This is an optimization exercise on Yosys and OpenROAD, whose aim is small area, a short achievable clock period and few clock cycles per item, not a production implementation.
Where RTL was checked, it was by simulation tests only, not by an equivalence proof against the original.
No activity file was given, so power comes from the tool's default toggle rates.

==> build 92: inputs <==
==> flow/design.v (excerpt) <==
module gemm_top (
    input  logic           clk,
    input  logic           rst,
    input  logic           start,
    input  logic           p_wr_en,
    input  logic [1:0]     p_wr_addr,
    input  logic [31:0]    p_wr_data,
    input  logic           q_wr_en,
    input  logic [1:0]     q_wr_addr,
    input  logic [15:0]    q_wr_data,
    input  logic           r_wr_en,
    input  logic [1:0]     r_wr_addr,
    input  logic [127:0]   r_wr_data,
    input  logic           r_rd_en,
    input  logic [1:0]     r_rd_addr,
    output logic           busy,
    output logic           done,
    output logic [127:0]   c_out,
    output logic           c_valid
);
==> flow/config.mk <==
export PLATFORM = sky130hd
export DESIGN_NAME = gemm_top
export DESIGN_NICKNAME = gemm_top
export VERILOG_FILES = /design/flow/design.v
export SDC_FILE = /design/flow/constraint.sdc
export NUM_CORES = 4
export LEC_CHECK = 0
export ABC_CLOCK_PERIOD_IN_PS = 2500
export CAP_MARGIN = 20
export CORE_MARGIN = 2
export CORE_UTILIZATION = 50
export SETUP_SLACK_MARGIN = 2.5
export SLEW_MARGIN = 20
==> flow/constraint.sdc <==
create_clock -name core_clock -period 5.0 [get_ports {clk}]
set_input_delay 1.0000 -clock core_clock [delete_from_list [all_inputs] [get_ports {clk}]]
set_output_delay 1.0000 -clock core_clock [all_outputs]
set_load 0.01 [all_outputs]
standard.sh (not shown) runs the stock make flow with config.mk's settings and CLKGATE_MAP_FILE= SYNTH_SCRIPT=/design/flow/synth_recipe.tcl, a recipe that flattens the netlist after the stock synthesis.
==> flow/flow/run.sh <==
#!/bin/bash
set -euo pipefail
export BUFFER_PORTS_ARGS="-buffer_cell sky130_fd_sc_hd__buf_2"
bash standard.sh finish > flow_make.log 2>&1
==> inputs of trial 3, as changes to build 92 <==
ABC_CLOCK_PERIOD_IN_PS = 2800   (was 2500)
SETUP_SLACK_MARGIN = 2.2   (was 2.5)
==> qor summary <==
item                                                                    build 92         trial 3
Run status                                                        finished clean  finished clean
Cell area power density                                               738 nW/µm²      735 nW/µm²
Flip-flop and latch share of the layout cell area                          39.8%           42.3%
Later-pin clock latency in the skew report                                730 ps          720 ps
Static leakage                                                           29.5 nW         27.6 nW
Total power consumption of the routed design                             54.6 mW         51.1 mW
Top routing layer in use                                                    met4            met5
CP Max Fanout                                                                  8               6
Crit path depth                                                               15              13
GRT met1 Usage                                                             37.3%           36.1%
P_seq                                                                    13.5 mW         13.6 mW
Psw                                                                      21.3 mW         19.9 mW
Non-clock inverter instance count of the final layout                        435             434
Final critical-path setup slack                                          1930 ps         1740 ps
Clock distribution power                                                 8.78 mW         8.85 mW
Non-clk bufs                                                                 895             673
Relative area of clock buffers and inverters in the final design           5.32%           5.69%
WP buf/inv                                                                     4               2
Via count of the first global-routing pass                                 40684           38690
Initial antenna violation count                                               10               9
Filler-free cell count of the finished design                               7249            7030
Total track usage                                                          28.3%           26.8%
Function was not checked in any run of this note: the RTL went through the layout flow alone.

========
==> job 3419 <==
Another version of the RTL of gemm_top (not shown whole).
Settings: LEC_CHECK=0, CAP_MARGIN=20, CORE_MARGIN=2, CORE_UTILIZATION=40, SLEW_MARGIN=20; clock period 5.0 ns.
run.sh (not shown) runs the stock make flow with config.mk's settings and CLKGATE_MAP_FILE= SYNTH_SCRIPT=/design/flow/synth_recipe.tcl, a recipe that flattens the netlist after the stock synthesis.
Stock flow here: none of the scripts above is used.
==> job 4192 (differences from job 3419) <==
- SETUP_SLACK_MARGIN: not set -> 2.2
==> qor summary <==
item	job 4192	job 3419
Register share of total power	0.227	0.298
Portion of total power attributed to combinational logic	0.627	0.507
FF+latch area	25,960 µm²	25,850 µm²
Vias post-DR	44,940	41,280
Total Wirelength	183.6 mm	158.4 mm
Leakage power figure	28.30 nW	24.46 nW
Number of global-route vias before repair	43,290	39,050
Total placed instance area	60,760 µm²	60,440 µm²
Clock group total power	7.63 mW	7.85 mW
Crit Path Max Fanout	14	11
Capturing instance or port of the critical path	cs_q[73]	r_mem[3][31]
Slew at the pin closest to its max-slew limit	1.127 ns	1.122 ns
Power in combinational cells	32.6 mW	20.4 mW
Critical register-to-register path endpoint	cs_q[73]	r_mem[3][31]
Total chip power	52.02 mW	40.33 mW
Final core occ	0.5391	0.4662
Run status	complete, no violations	complete, no violations
Data required, critical path	5.58 ns	5.46 ns
Relative slew slack	0.2485	0.2517
Overall track demand over capacity in global routing	0.2450	0.2208
Highest Clock Rate	263.8 MHz	232.6 MHz
DR WL met3	15.53 mm	9.814 mm
Largest net degree at the start of global routing	134	177
No functional check of the RTL was part of any run of this note.

========
==> trial 35: inputs <==
Another version of the RTL of gemm_top (not shown whole).
==> flow/config.mk <==
export PLATFORM = sky130hd
export DESIGN_NAME = gemm_top
export DESIGN_NICKNAME = gemm_top
export VERILOG_FILES = /design/flow/design.v
export SDC_FILE = /design/flow/constraint.sdc
export NUM_CORES = 4
export LEC_CHECK = 0
export ABC_CLOCK_PERIOD_IN_PS = 2800
export CAP_MARGIN = 20
export CORE_MARGIN = 2
export CORE_UTILIZATION = 50
export SETUP_SLACK_MARGIN = 2.2
export SLEW_MARGIN = 20
==> flow/constraint.sdc <==
create_clock -name core_clock -period 5.0 [get_ports {clk}]
set_input_delay 1.0000 -clock core_clock [delete_from_list [all_inputs] [get_ports {clk}]]
set_output_delay 1.0000 -clock core_clock [all_outputs]
set_load 0.01 [all_outputs]
standard.sh (not shown) runs the stock make flow with config.mk's settings and CLKGATE_MAP_FILE= SYNTH_SCRIPT=/design/flow/synth_recipe.tcl, a recipe that flattens the netlist after the stock synthesis.
Scripts as last shown in full above: flow/flow/run.sh
==> build 31: changes against trial 35 <==
- CORE_UTILIZATION: 50 -> 60
==> summary of the runs <==
Build 31 passed the timing, DRC and antenna checks. Trial 35 ran to the end with no violations. Flip-flop and latch count is the same in trial 35 and build 31. Of build 31 and trial 35, trial 35 has the higher final cell count (gap about 3.3%, measured against trial 35). In trial 35 the combinational power is lower than in build 31, by about 5%. Critical path depth: build 31 is lower than trial 35 (1). Against build 31, the total power of trial 35 is lower by 2.4%. In sequential power, trial 35 and build 31 hardly differ. Between build 31 and trial 35, the lower setup slack is in build 31 (gap 42 ps). Of build 31 and trial 35, trial 35 has the higher clock power (gap about 4%, measured against trial 35). In build 31 the global-route usage is higher than in trial 35, by 4.6 points. Clock skew: build 31 is lower than trial 35 (34 ps). Against build 31, the first-iteration DRC count of trial 35 is lower by about 4.3%.
==> figures <==
	build 31	trial 35
Outcome	no timing/DRC/antenna violations	no timing/DRC/antenna violations
Met2 routed wirelength	73700 µm	71900 µm
Fraction of the core area covered by cells at the end of the flow	71.9%	60.0%
Filler cell count in the final layout	6698	9300
Number of multi-input combinational cells in the layout	3214	3217
# placed instances	6297	6547
Share of cell area taken by flip-flops and latches	43.7%	43.6%
Power Clock	8.40 mW	8.74 mW
Cells on Worst Hold Path	1	2
Die outline area	98400 µm²	118000 µm²
Number of cells on the critical path	10	11
Switching part of the total power	39.5%	39.2%
Starting utilization of the core area	60.5%	50.4%
Met3 routing resource usage after global routing	5.00%	3.59%
Area fraction of clock buffers and clock inverters	5.47%	5.68%
Required time worst endpoint	5440 ps	5450 ps
Vertical extent of the die	314 µm	343 µm
Post-detailed-placement half-perimeter wirelength	101000 µm	102000 µm
Power Density	854 nW/µm²	831 nW/µm²
Internal power	35.3 mW	34.7 mW
Wire length of the first global-routing pass	232000 µm	236000 µm
Hold Path End	busy_q	rd_q[33]
Data arrival at the endpoint of the critical path	3530 ps	3500 ps
Testbench counts of trial 35, summed over its fixed seeds: cycles 3,488, jobs 384.
Testbench counts of build 31, summed over its fixed seeds: cycles 3,488, jobs 384.

========
==> 02-20: inputs <==
gemm_top, a different RTL version from the one above (not shown whole).
==> flow/config.mk <==
export PLATFORM = sky130hd
export DESIGN_NAME = gemm_top
export DESIGN_NICKNAME = gemm_top
export VERILOG_FILES = /design/flow/design.v
export SDC_FILE = /design/flow/constraint.sdc
export NUM_CORES = 4
export LEC_CHECK = 0
export ABC_CLOCK_PERIOD_IN_PS = 2800
export CAP_MARGIN = 20
export CORE_MARGIN = 2
export CORE_UTILIZATION = 50
export SETUP_SLACK_MARGIN = 2.2
export SLEW_MARGIN = 20
==> flow/constraint.sdc <==
create_clock -name core_clock -period 5.0 [get_ports {clk}]
set_input_delay 1.0000 -clock core_clock [delete_from_list [all_inputs] [get_ports {clk}]]
set_output_delay 1.0000 -clock core_clock [all_outputs]
set_load 0.01 [all_outputs]
run.sh (not shown) runs the stock make flow with config.mk's settings and CLKGATE_MAP_FILE= SYNTH_SCRIPT=/design/flow/synth_recipe.tcl, a recipe that flattens the netlist after the stock synthesis.
Stock flow here: none of the scripts above is used.
==> 12-14 (differences from 02-20) <==
==> flow/flow/run.sh (new file) <==
#!/bin/bash
set -euo pipefail
export BUFFER_PORTS_ARGS="-buffer_cell sky130_fd_sc_hd__buf_2"
bash standard.sh finish > flow_make.log 2>&1
==> flow/standard.sh (new file) <==
#!/bin/bash
# synth_recipe.tcl (not shown) runs the flow's synth.tcl, then flattens the netlist and writes it again
# the make line also repeats each setting of config.mk as NAME=value (left out here)
make -C /OpenROAD-flow-scripts/flow DESIGN_CONFIG=/design/flow/config.mk WORK_HOME=/design/flow/orfs CLKGATE_MAP_FILE= SYNTH_SCRIPT=/design/flow/synth_recipe.tcl "${@:-finish}"
removed: flow/run.sh
==> notes <==
- 12-14 produced a clean layout. 02-20 went through all stages and came out clean.
- Of 12-14 and 02-20, 12-14 has the higher via count (gap about 0.8%, measured against 02-20).
- Critical path depth is the same in 02-20 and 12-14.
- Between 12-14 and 02-20, the lower cell count is in 02-20 (gap 0.24%, measured against 02-20).
- Worst setup slack: 02-20 is better than 12-14 (0.12 ns).
- In 12-14 the count of clock-buffer cells in the layout is lower than in 02-20, by 19.
- Against 12-14, the sequential share of layout area of 02-20 is lower by 0.80 points.
No run of this note included a check of the RTL's function; only the layout flow was run.

========
==> inputs of 07-06 <==
Another version of the RTL of gemm_top (not shown whole).
export LEC_CHECK = 0
export CAP_MARGIN = 20
export CORE_MARGIN = 2
export CORE_UTILIZATION = 40
export SLEW_MARGIN = 20
create_clock -name core_clock -period 5.0 [get_ports {clk}]
Stock flow here: none of the scripts above is used.
==> 12-27 (differences from 07-06) <==
--- a/flow/config.mk
+++ b/flow/config.mk
@@ -5,7 +5,9 @@
 export SDC_FILE = /design/flow/constraint.sdc
 export NUM_CORES = 4
 export LEC_CHECK = 0
+export ABC_CLOCK_PERIOD_IN_PS = 2800
 export CAP_MARGIN = 20
 export CORE_MARGIN = 2
 export CORE_UTILIZATION = 40
+export SETUP_SLACK_MARGIN = 1.7
 export SLEW_MARGIN = 20
==> comparison table <==
|  | 07-06 | 12-27 |
|---|---|---|
| Outcome | no timing/DRC/antenna violations | no timing/DRC/antenna violations |
| Reg2reg start | q_mem[0][6]$_DFFE_PP_ | busy_q$_SDFF_PP0_ |
| Highest attainable clock frequency | 0.219 GHz | 0.253 GHz |
| Maximum number of pins on one net before global-route repair | 129 | 161 |
| Met1 Resource Use GR | 29.1% | 30.1% |
| Cell Int Power | 25200 uW | 27500 uW |
| Tightest slew margin relative to the limit | 24.0% | 27.9% |
| Worst Clk Skew | 0.0465 ns | 0.0350 ns |
| Place WS | -0.293 ns | -0.167 ns |
| Switching Fraction | 39.0% | 39.8% |
| Total non-filler cell area in the finished layout | 63500 um2 | 69400 um2 |
| Required time reported for the critical path endpoint | 5.64 ns | 5.66 ns |
| Clock group power | 8230 uW | 7730 uW |
| Hold Slack | 0.473 ns | 0.475 ns |
| Non-clock inverter count in the final layout | 302 | 303 |
| Routed met2 length | 68500 um | 76000 um |
No functional check of the RTL was part of any run of this note.

========
==> inputs of build 66 <==
Another version of the RTL of gemm_top (not shown whole).
export LEC_CHECK = 0
export ABC_CLOCK_PERIOD_IN_PS = 2800
export CAP_MARGIN = 20
export CORE_MARGIN = 2
export CORE_UTILIZATION = 50
export SETUP_SLACK_MARGIN = 2.2
export SLEW_MARGIN = 20
create_clock -name core_clock -period 5.0 [get_ports {clk}]
standard.sh (not shown) runs the stock make flow with config.mk's settings and CLKGATE_MAP_FILE= SYNTH_SCRIPT=/design/flow/synth_recipe.tcl, a recipe that flattens the netlist after the stock synthesis.
==> flow/flow/run.sh <==
#!/bin/bash
set -euo pipefail
export BUFFER_PORTS_ARGS="-buffer_cell sky130_fd_sc_hd__buf_2"
bash standard.sh finish > flow_make.log 2>&1
==> trial 73: changes against build 66 <==
--- a/flow/design.v
+++ b/flow/design.v
@@ -17,22 +17,13 @@
     output logic           busy,
     output logic           done,
     output logic [127:0]   c_out,
     output logic           c_valid
 );
     logic [31:0]  p_mem [4];
-    logic [23:0]  q_mem [4];       
-    logic [23:0]  q_enc;           
-    always_comb begin
-        for (int x = 0; x < 4; x++) begin
-            logic [3:0] b;
-            b = q_wr_data[x*4 +: 4];
-            q_enc[x*6 +: 6] = {(b[3] & ~b[2] & ~b[1]) | (~b[3] & b[2] & b[1]),
-                               b[1] ^ b[2], b[1] & ~b[0], b[3], b[1], b[0]};
-        end
-    end
+    logic [15:0]  q_mem [4];       
     logic [127:0] r_mem [4];
     logic [127:0] rd_q;
     logic         rd_v_q;
     logic         busy_q;
     logic         done_q;
     logic [2:0]   st;       
@@ -96,13 +87,13 @@
         for (int e = 0; e < 4; e++) begin
             if (p_swap)
                 p_mem[e] <= p_mem[e ^ 2];
             else if (p_wr_en && p_wr_addr == 2'(e))
                 p_mem[e] <= p_wr_data;
             if (q_wr_en && (q_wr_addr ^ {qsw_nx, 1'b0}) == 2'(e))
-                q_mem[e] <= q_enc;
+                q_mem[e] <= q_wr_data;
             else if (q_swap)
                 q_mem[e] <= q_mem[e ^ 2];
         end
     end
     assign rd_addr = busy_q ? st[1:0] : (r_rd_en ? r_rd_addr : 2'd0);
     always_ff @(posedge clk) begin
@@ -118,59 +109,59 @@
     logic e111_o0, e111_t0, e111_n0, e111_o1, e111_t1, e111_n1;
     logic s1x0_1, s1x0_2, s1x0_3, s1x0_4, s1x0_5, s1x0_6, s1x0_7, s1x0_8, s1x0_9, s1x0_10, s1x0_11, s1x0_12, s1x0_13, s1x0_14, s1x0_15, s1x0_16, s1x0_17, s1x0_18, s1x0_19, s1x0_20, s1x0_21, s1x0_22, s1x0_23, s1x0_24, s1x0_25, s1x0_26, s1x0_27, s1x0_28, s1x0_29, s1x0_30, s1x0_31, s1x0_32, s1x0_33, s1x0_34, s1x0_35, s1x0_36, s1x0_37, s1x0_38, s1x0_39, s1x0_40, s1x0_41, s1x0_42, s1x0_43, s1x0_44, s1x0_45, s1x0_46, s1x0_47, s1x0_48, s1x0_49, s1x0_50, s1x0_51, s1x0_52, s1x0_53, s1x0_54, s1x0_55, s1x0_56, s1x0_57, s1x0_58, s1x0_59, s1x0_60, s1x0_61, s1x0_62, s1x0_63, s1x0_64, s1x0_65, s1x0_66, s1x0_67, s1x0_68, s1x0_69, s1x0_70, s1x0_71, s1x0_72, s1x0_73, s1x0_74, s1x0_75, s1x0_76, s1x0_77, s1x0_78, s1x0_79, s1x0_80, s1x0_81, s1x0_82, s1x0_83, s1x0_84, s1x0_85, s1x0_86, s1x0_87, s1x0_88, s1x0_89, s1x0_90, s1x0_91, s1x0_92, s1x0_93, s1x0_94, s1x0_95, s1x0_96, s1x0_97, s1x0_98, s1x0_99, s1x0_100, s1x0_101, s1x0_102, s1x0_103, s1x0_104, s1x0_105, s1x0_106, s1x0_107, s1x0_108, s1x0_109, s1x0_110, s1x0_111, s1x0_112, s1x0_113, s1x0_114, s1x0_115, s1x0_116, s1x0_117, s1x0_118, s1x0_119, s1x0_120, s1x0_121, s1x0_122, s1x0_123, s1x0_124, s1x0_125, s1x0_126, s1x0_127, s1x0_128, s1x0_129, s1x0_130, s1x0_131, s1x0_132, s1x0_133, s1x0_134, s1x0_135, s1x0_136, s1x0_137, s1x0_138, s1x0_139, s1x0_140, s1x0_141, s1x0_142, s1x0_143, s1x0_144, s1x0_145, s1x0_146, s1x0_147, s1x0_148, s1x0_149, s1x0_150, s1x0_151, s1x0_152;
     logic s1x1_1, s1x1_2, s1x1_3, s1x1_4, s1x1_5, s1x1_6, s1x1_7, s1x1_8, s1x1_9, s1x1_10, s1x1_11, s1x1_12, s1x1_13, s1x1_14, s1x1_15, s1x1_16, s1x1_17, s1x1_18, s1x1_19, s1x1_20, s1x1_21, s1x1_22, s1x1_23, s1x1_24, s1x1_25, s1x1_26, s1x1_27, s1x1_28, s1x1_29, s1x1_30, s1x1_31, s1x1_32, s1x1_33, s1x1_34, s1x1_35, s1x1_36, s1x1_37, s1x1_38, s1x1_39, s1x1_40, s1x1_41, s1x1_42, s1x1_43, s1x1_44, s1x1_45, s1x1_46, s1x1_47, s1x1_48, s1x1_49, s1x1_50, s1x1_51, s1x1_52, s1x1_53, s1x1_54, s1x1_55, s1x1_56, s1x1_57, s1x1_58, s1x1_59, s1x1_60, s1x1_61, s1x1_62, s1x1_63, s1x1_64, s1x1_65, s1x1_66, s1x1_67, s1x1_68, s1x1_69, s1x1_70, s1x1_71, s1x1_72, s1x1_73, s1x1_74, s1x1_75, s1x1_76, s1x1_77, s1x1_78, s1x1_79, s1x1_80, s1x1_81, s1x1_82, s1x1_83, s1x1_84, s1x1_85, s1x1_86, s1x1_87, s1x1_88, s1x1_89, s1x1_90, s1x1_91, s1x1_92, s1x1_93, s1x1_94, s1x1_95, s1x1_96, s1x1_97, s1x1_98, s1x1_99, s1x1_100, s1x1_101, s1x1_102, s1x1_103, s1x1_104, s1x1_105, s1x1_106, s1x1_107, s1x1_108, s1x1_109, s1x1_110, s1x1_111, s1x1_112, s1x1_113, s1x1_114, s1x1_115, s1x1_116, s1x1_117, s1x1_118, s1x1_119, s1x1_120, s1x1_121, s1x1_122, s1x1_123, s1x1_124, s1x1_125, s1x1_126, s1x1_127, s1x1_128, s1x1_129, s1x1_130, s1x1_131, s1x1_132, s1x1_133, s1x1_134, s1x1_135, s1x1_136, s1x1_137, s1x1_138, s1x1_139, s1x1_140, s1x1_141, s1x1_142, s1x1_143, s1x1_144, s1x1_145, s1x1_146, s1x1_147, s1x1_148, s1x1_149, s1x1_150, s1x1_151, s1x1_152;
     logic s1x2_1, s1x2_2, s1x2_3, s1x2_4, s1x2_5, s1x2_6, s1x2_7, s1x2_8, s1x2_9, s1x2_10, s1x2_11, s1x2_12, s1x2_13, s1x2_14, s1x2_15, s1x2_16, s1x2_17, s1x2_18, s1x2_19, s1x2_20, s1x2_21, s1x2_22, s1x2_23, s1x2_24, s1x2_25, s1x2_26, s1x2_27, s1x2_28, s1x2_29, s1x2_30, s1x2_31, s1x2_32, s1x2_33, s1x2_34, s1x2_35, s1x2_36, s1x2_37, s1x2_38, s1x2_39, s1x2_40, s1x2_41, s1x2_42, s1x2_43, s1x2_44, s1x2_45, s1x2_46, s1x2_47, s1x2_48, s1x2_49, s1x2_50, s1x2_51, s1x2_52, s1x2_53, s1x2_54, s1x2_55, s1x2_56, s1x2_57, s1x2_58, s1x2_59, s1x2_60, s1x2_61, s1x2_62, s1x2_63, s1x2_64, s1x2_65, s1x2_66, s1x2_67, s1x2_68, s1x2_69, s1x2_70, s1x2_71, s1x2_72, s1x2_73, s1x2_74, s1x2_75, s1x2_76, s1x2_77, s1x2_78, s1x2_79, s1x2_80, s1x2_81, s1x2_82, s1x2_83, s1x2_84, s1x2_85, s1x2_86, s1x2_87, s1x2_88, s1x2_89, s1x2_90, s1x2_91, s1x2_92, s1x2_93, s1x2_94, s1x2_95, s1x2_96, s1x2_97, s1x2_98, s1x2_99, s1x2_100, s1x2_101, s1x2_102, s1x2_103, s1x2_104, s1x2_105, s1x2_106, s1x2_107, s1x2_108, s1x2_109, s1x2_110, s1x2_111, s1x2_112, s1x2_113, s1x2_114, s1x2_115, s1x2_116, s1x2_117, s1x2_118, s1x2_119, s1x2_120, s1x2_121, s1x2_122, s1x2_123, s1x2_124, s1x2_125, s1x2_126, s1x2_127, s1x2_128, s1x2_129, s1x2_130, s1x2_131, s1x2_132, s1x2_133, s1x2_134, s1x2_135, s1x2_136, s1x2_137, s1x2_138, s1x2_139, s1x2_140, s1x2_141, s1x2_142, s1x2_143, s1x2_144, s1x2_145, s1x2_146, s1x2_147, s1x2_148, s1x2_149, s1x2_150, s1x2_151, s1x2_152;
     logic s1x3_1, s1x3_2, s1x3_3, s1x3_4, s1x3_5, s1x3_6, s1x3_7, s1x3_8, s1x3_9, s1x3_10, s1x3_11, s1x3_12, s1x3_13, s1x3_14, s1x3_15, s1x3_16, s1x3_17, s1x3_18, s1x3_19, s1x3_20, s1x3_21, s1x3_22, s1x3_23, s1x3_24, s1x3_25, s1x3_26, s1x3_27, s1x3_28, s1x3_29, s1x3_30, s1x3_31, s1x3_32, s1x3_33, s1x3_34, s1x3_35, s1x3_36, s1x3_37, s1x3_38, s1x3_39, s1x3_40, s1x3_41, s1x3_42, s1x3_43, s1x3_44, s1x3_45, s1x3_46, s1x3_47, s1x3_48, s1x3_49, s1x3_50, s1x3_51, s1x3_52, s1x3_53, s1x3_54, s1x3_55, s1x3_56, s1x3_57, s1x3_58, s1x3_59, s1x3_60, s1x3_61, s1x3_62, s1x3_63, s1x3_64, s1x3_65, s1x3_66, s1x3_67, s1x3_68, s1x3_69, s1x3_70, s1x3_71, s1x3_72, s1x3_73, s1x3_74, s1x3_75, s1x3_76, s1x3_77, s1x3_78, s1x3_79, s1x3_80, s1x3_81, s1x3_82, s1x3_83, s1x3_84, s1x3_85, s1x3_86, s1x3_87, s1x3_88, s1x3_89, s1x3_90, s1x3_91, s1x3_92, s1x3_93, s1x3_94, s1x3_95, s1x3_96, s1x3_97, s1x3_98, s1x3_99, s1x3_100, s1x3_101, s1x3_102, s1x3_103, s1x3_104, s1x3_105, s1x3_106, s1x3_107, s1x3_108, s1x3_109, s1x3_110, s1x3_111, s1x3_112, s1x3_113, s1x3_114, s1x3_115, s1x3_116, s1x3_117, s1x3_118, s1x3_119, s1x3_120, s1x3_121, s1x3_122, s1x3_123, s1x3_124, s1x3_125, s1x3_126, s1x3_127, s1x3_128, s1x3_129, s1x3_130, s1x3_131, s1x3_132, s1x3_133, s1x3_134, s1x3_135, s1x3_136, s1x3_137, s1x3_138, s1x3_139, s1x3_140, s1x3_141, s1x3_142, s1x3_143, s1x3_144, s1x3_145, s1x3_146, s1x3_147, s1x3_148, s1x3_149, s1x3_150, s1x3_151, s1x3_152;
     assign e000_o0 = q_mem[0][0];
+    assign e000_t0 = q_mem[0][1] & ~q_mem[0][0];
     assign e000_n0 = q_mem[0][1];
-    assign e000_n1 = q_mem[0][2];
-    assign e000_t0 = q_mem[0][3];
-    assign e000_o1 = q_mem[0][4];
-    assign e000_t1 = q_mem[0][5];
-    assign e001_o0 = q_mem[0][6];
-    assign e001_n0 = q_mem[0][7];
-    assign e001_n1 = q_mem[0][8];
-    assign e001_t0 = q_mem[0][9];
-    assign e001_o1 = q_mem[0][10];
-    assign e001_t1 = q_mem[0][11];
-    assign e010_o0 = q_mem[0][12];
-    assign e010_n0 = q_mem[0][13];
-    assign e010_n1 = q_mem[0][14];
-    assign e010_t0 = q_mem[0][15];
-    assign e010_o1 = q_mem[0][16];
-    assign e010_t1 = q_mem[0][17];
-    assign e011_o0 = q_mem[0][18];
-    assign e011_n0 = q_mem[0][19];
-    assign e011_n1 = q_mem[0][20];
-    assign e011_t0 = q_mem[0][21];
-    assign e011_o1 = q_mem[0][22];
-    assign e011_t1 = q_mem[0][23];
+    assign e000_o1 = q_mem[0][1] ^ q_mem[0][2];
+    assign e000_t1 = (q_mem[0][3] & ~q_mem[0][2] & ~q_mem[0][1]) | (~q_mem[0][3] & q_mem[0][2] & q_mem[0][1]);
+    assign e000_n1 = q_mem[0][3];
+    assign e001_o0 = q_mem[0][4];
+    assign e001_t0 = q_mem[0][5] & ~q_mem[0][4];
+    assign e001_n0 = q_mem[0][5];
+    assign e001_o1 = q_mem[0][5] ^ q_mem[0][6];
+    assign e001_t1 = (q_mem[0][7] & ~q_mem[0][6] & ~q_mem[0][5]) | (~q_mem[0][7] & q_mem[0][6] & q_mem[0][5]);
+    assign e001_n1 = q_mem[0][7];
+    assign e010_o0 = q_mem[0][8];
+    assign e010_t0 = q_mem[0][9] & ~q_mem[0][8];
+    assign e010_n0 = q_mem[0][9];
+    assign e010_o1 = q_mem[0][9] ^ q_mem[0][10];
+    assign e010_t1 = (q_mem[0][11] & ~q_mem[0][10] & ~q_mem[0][9]) | (~q_mem[0][11] & q_mem[0][10] & q_mem[0][9]);
+    assign e010_n1 = q_mem[0][11];
+    assign e011_o0 = q_mem[0][12];
+    assign e011_t0 = q_mem[0][13] & ~q_mem[0][12];
+    assign e011_n0 = q_mem[0][13];
+    assign e011_o1 = q_mem[0][13] ^ q_mem[0][14];
+    assign e011_t1 = (q_mem[0][15] & ~q_mem[0][14] & ~q_mem[0][13]) | (~q_mem[0][15] & q_mem[0][14] & q_mem[0][13]);
+    assign e011_n1 = q_mem[0][15];
     assign e100_o0 = q_mem[1][0];
+    assign e100_t0 = q_mem[1][1] & ~q_mem[1][0];
     assign e100_n0 = q_mem[1][1];
-    assign e100_n1 = q_mem[1][2];
-    assign e100_t0 = q_mem[1][3];
-    assign e100_o1 = q_mem[1][4];
-    assign e100_t1 = q_mem[1][5];
-    assign e101_o0 = q_mem[1][6];
-    assign e101_n0 = q_mem[1][7];
-    assign e101_n1 = q_mem[1][8];
-    assign e101_t0 = q_mem[1][9];
-    assign e101_o1 = q_mem[1][10];
-    assign e101_t1 = q_mem[1][11];
-    assign e110_o0 = q_mem[1][12];
-    assign e110_n0 = q_mem[1][13];
-    assign e110_n1 = q_mem[1][14];
-    assign e110_t0 = q_mem[1][15];
-    assign e110_o1 = q_mem[1][16];
-    assign e110_t1 = q_mem[1][17];
-    assign e111_o0 = q_mem[1][18];
-    assign e111_n0 = q_mem[1][19];
-    assign e111_n1 = q_mem[1][20];
-    assign e111_t0 = q_mem[1][21];
-    assign e111_o1 = q_mem[1][22];
-    assign e111_t1 = q_mem[1][23];
+    assign e100_o1 = q_mem[1][1] ^ q_mem[1][2];
+    assign e100_t1 = (q_mem[1][3] & ~q_mem[1][2] & ~q_mem[1][1]) | (~q_mem[1][3] & q_mem[1][2] & q_mem[1][1]);
+    assign e100_n1 = q_mem[1][3];
+    assign e101_o0 = q_mem[1][4];
+    assign e101_t0 = q_mem[1][5] & ~q_mem[1][4];
+    assign e101_n0 = q_mem[1][5];
+    assign e101_o1 = q_mem[1][5] ^ q_mem[1][6];
+    assign e101_t1 = (q_mem[1][7] & ~q_mem[1][6] & ~q_mem[1][5]) | (~q_mem[1][7] & q_mem[1][6] & q_mem[1][5]);
+    assign e101_n1 = q_mem[1][7];
+    assign e110_o0 = q_mem[1][8];
+    assign e110_t0 = q_mem[1][9] & ~q_mem[1][8];
+    assign e110_n0 = q_mem[1][9];
+    assign e110_o1 = q_mem[1][9] ^ q_mem[1][10];
+    assign e110_t1 = (q_mem[1][11] & ~q_mem[1][10] & ~q_mem[1][9]) | (~q_mem[1][11] & q_mem[1][10] & q_mem[1][9]);
+    assign e110_n1 = q_mem[1][11];
+    assign e111_o0 = q_mem[1][12];
+    assign e111_t0 = q_mem[1][13] & ~q_mem[1][12];
+    assign e111_n0 = q_mem[1][13];
+    assign e111_o1 = q_mem[1][13] ^ q_mem[1][14];
+    assign e111_t1 = (q_mem[1][15] & ~q_mem[1][14] & ~q_mem[1][13]) | (~q_mem[1][15] & q_mem[1][14] & q_mem[1][13]);
+    assign e111_n1 = q_mem[1][15];
     assign s1x0_1 = (e000_o0 & p_mem[0][0]) ^ e000_n0;
     assign s1x0_2 = ((e000_o0 & p_mem[0][1]) | (e000_t0 & p_mem[0][0])) ^ e000_n0;
     assign s1x0_3 = ((e000_o0 & p_mem[0][2]) | (e000_t0 & p_mem[0][1])) ^ e000_n0;
     assign s1x0_4 = ((e000_o0 & p_mem[0][3]) | (e000_t0 & p_mem[0][2])) ^ e000_n0;
     assign s1x0_5 = ((e000_o0 & p_mem[0][4]) | (e000_t0 & p_mem[0][3])) ^ e000_n0;
     assign s1x0_6 = ((e000_o0 & p_mem[0][5]) | (e000_t0 & p_mem[0][4])) ^ e000_n0;
==> flow/run.sh (new file) <==
#!/bin/bash
# synth_recipe.tcl (not shown) runs the flow's synth.tcl, then flattens the netlist and writes it again
# the make line also repeats each setting of config.mk as NAME=value (left out here)
make -C /OpenROAD-flow-scripts/flow DESIGN_CONFIG=/design/flow/config.mk WORK_HOME=/design/flow/orfs CLKGATE_MAP_FILE= SYNTH_SCRIPT=/design/flow/synth_recipe.tcl finish
removed: flow/flow/run.sh
removed: flow/standard.sh
==> flow_summary.yaml <==
global_route:
  met3_usage: 0.0379
finish:
  area_growth_pct: 20.5
  multi_input_area_sq_mm: 0.0282
run_status:
  status: "no timing/DRC/antenna violations"
pwr:
  seq-power_mw: 14.8
placed_design:
  placed_area_sq_mm: 0.0609
detailed_routing:
  wl_microns: 162000
yosys:
  synth_fa_ha_area_frac: 0.120
clocking:
  post_cts_buffers: 129
The numbers above come from build 66.

==> flow_summary.yaml <==
pwr:
  switching_share: 0.398
run_status:
  status: "no timing/DRC/antenna violations"
sta:
  finalSetupTns_ns: 0
  fmax_ghz: 0.271
placed_design:
  placed_area_sq_mm: 0.0637
finish:
  area_growth_pct: 23.2
  drive_above_1_share: 0.179
  multi_input_area_sq_mm: 0.0297
detailed_routing:
  wl_microns: 174000
global_route:
  met3_usage: 0.0360
clocking:
  post_cts_buffers: 125
worst_setup_path:
  critPathSlowestCell: "or4_4"
The numbers above come from trial 73.

No functional check of the RTL was part of any run of this note.

-- afterwards: timing with drivers on the ports --
Ports are ideal in the flow. The routed layouts listed here were re-timed in OpenROAD. Step 1, drivers: a clkbuf_16 drives clk and a buf_2 each remaining input, both assumed. Step 2 adds t to the input delays and takes it off the output delays; t is the mean of the earliest and latest rising clock arrival at the registers after step 1. Input paths then give back, and output paths get back, about the clock's delay inside the block. Three values: ideal ports, drivers, drivers and shift; two values: the first two.
run	shift t [ns]	setup WS [ns]	worst hold slack (ns)
build 92	0.772	1.928 / 1.928 / 1.608	0.495 / 0.495 / 0.495
trial 3	0.778	1.742 / 1.742 / 1.609	0.466 / 0.466 / 0.466
job 3419	0.794	0.701 / 0.701 / 0.701	0.487 / 0.487 / 0.487
job 4192	0.797	1.210 / 1.210 / 1.210	0.476 / 0.476 / 0.476
trial 35	0.770	1.956 / 1.956 / 1.595	0.485 / 0.485 / 0.485
build 31	0.772	1.914 / 1.914 / 1.588	0.491 / 0.491 / 0.491
02-20	0.784	1.585 / 1.585 / 1.585	0.319 / 0.319 / 0.319
12-14	0.780	1.464 / 1.464 / 1.464	0.325 / 0.325 / 0.325
07-06	0.784	0.428 / 0.446 / -0.312	0.473 / 0.473 / 0.473
12-27	0.790	1.050 / 1.057 / 0.304	0.475 / 0.475 / 0.475
build 66	0.780	1.869 / 1.869 / 1.483	0.501 / 0.501 / 0.501
trial 73	0.779	1.312 / 1.312 / 1.312	0.509 / 0.509 / 0.509
With both steps, setup timing fails in 07-06, where it was met with ideal ports. The setup slack of 12-27, which loses most, moves by +0.007 ns with the drivers and by -0.746 ns with both steps.
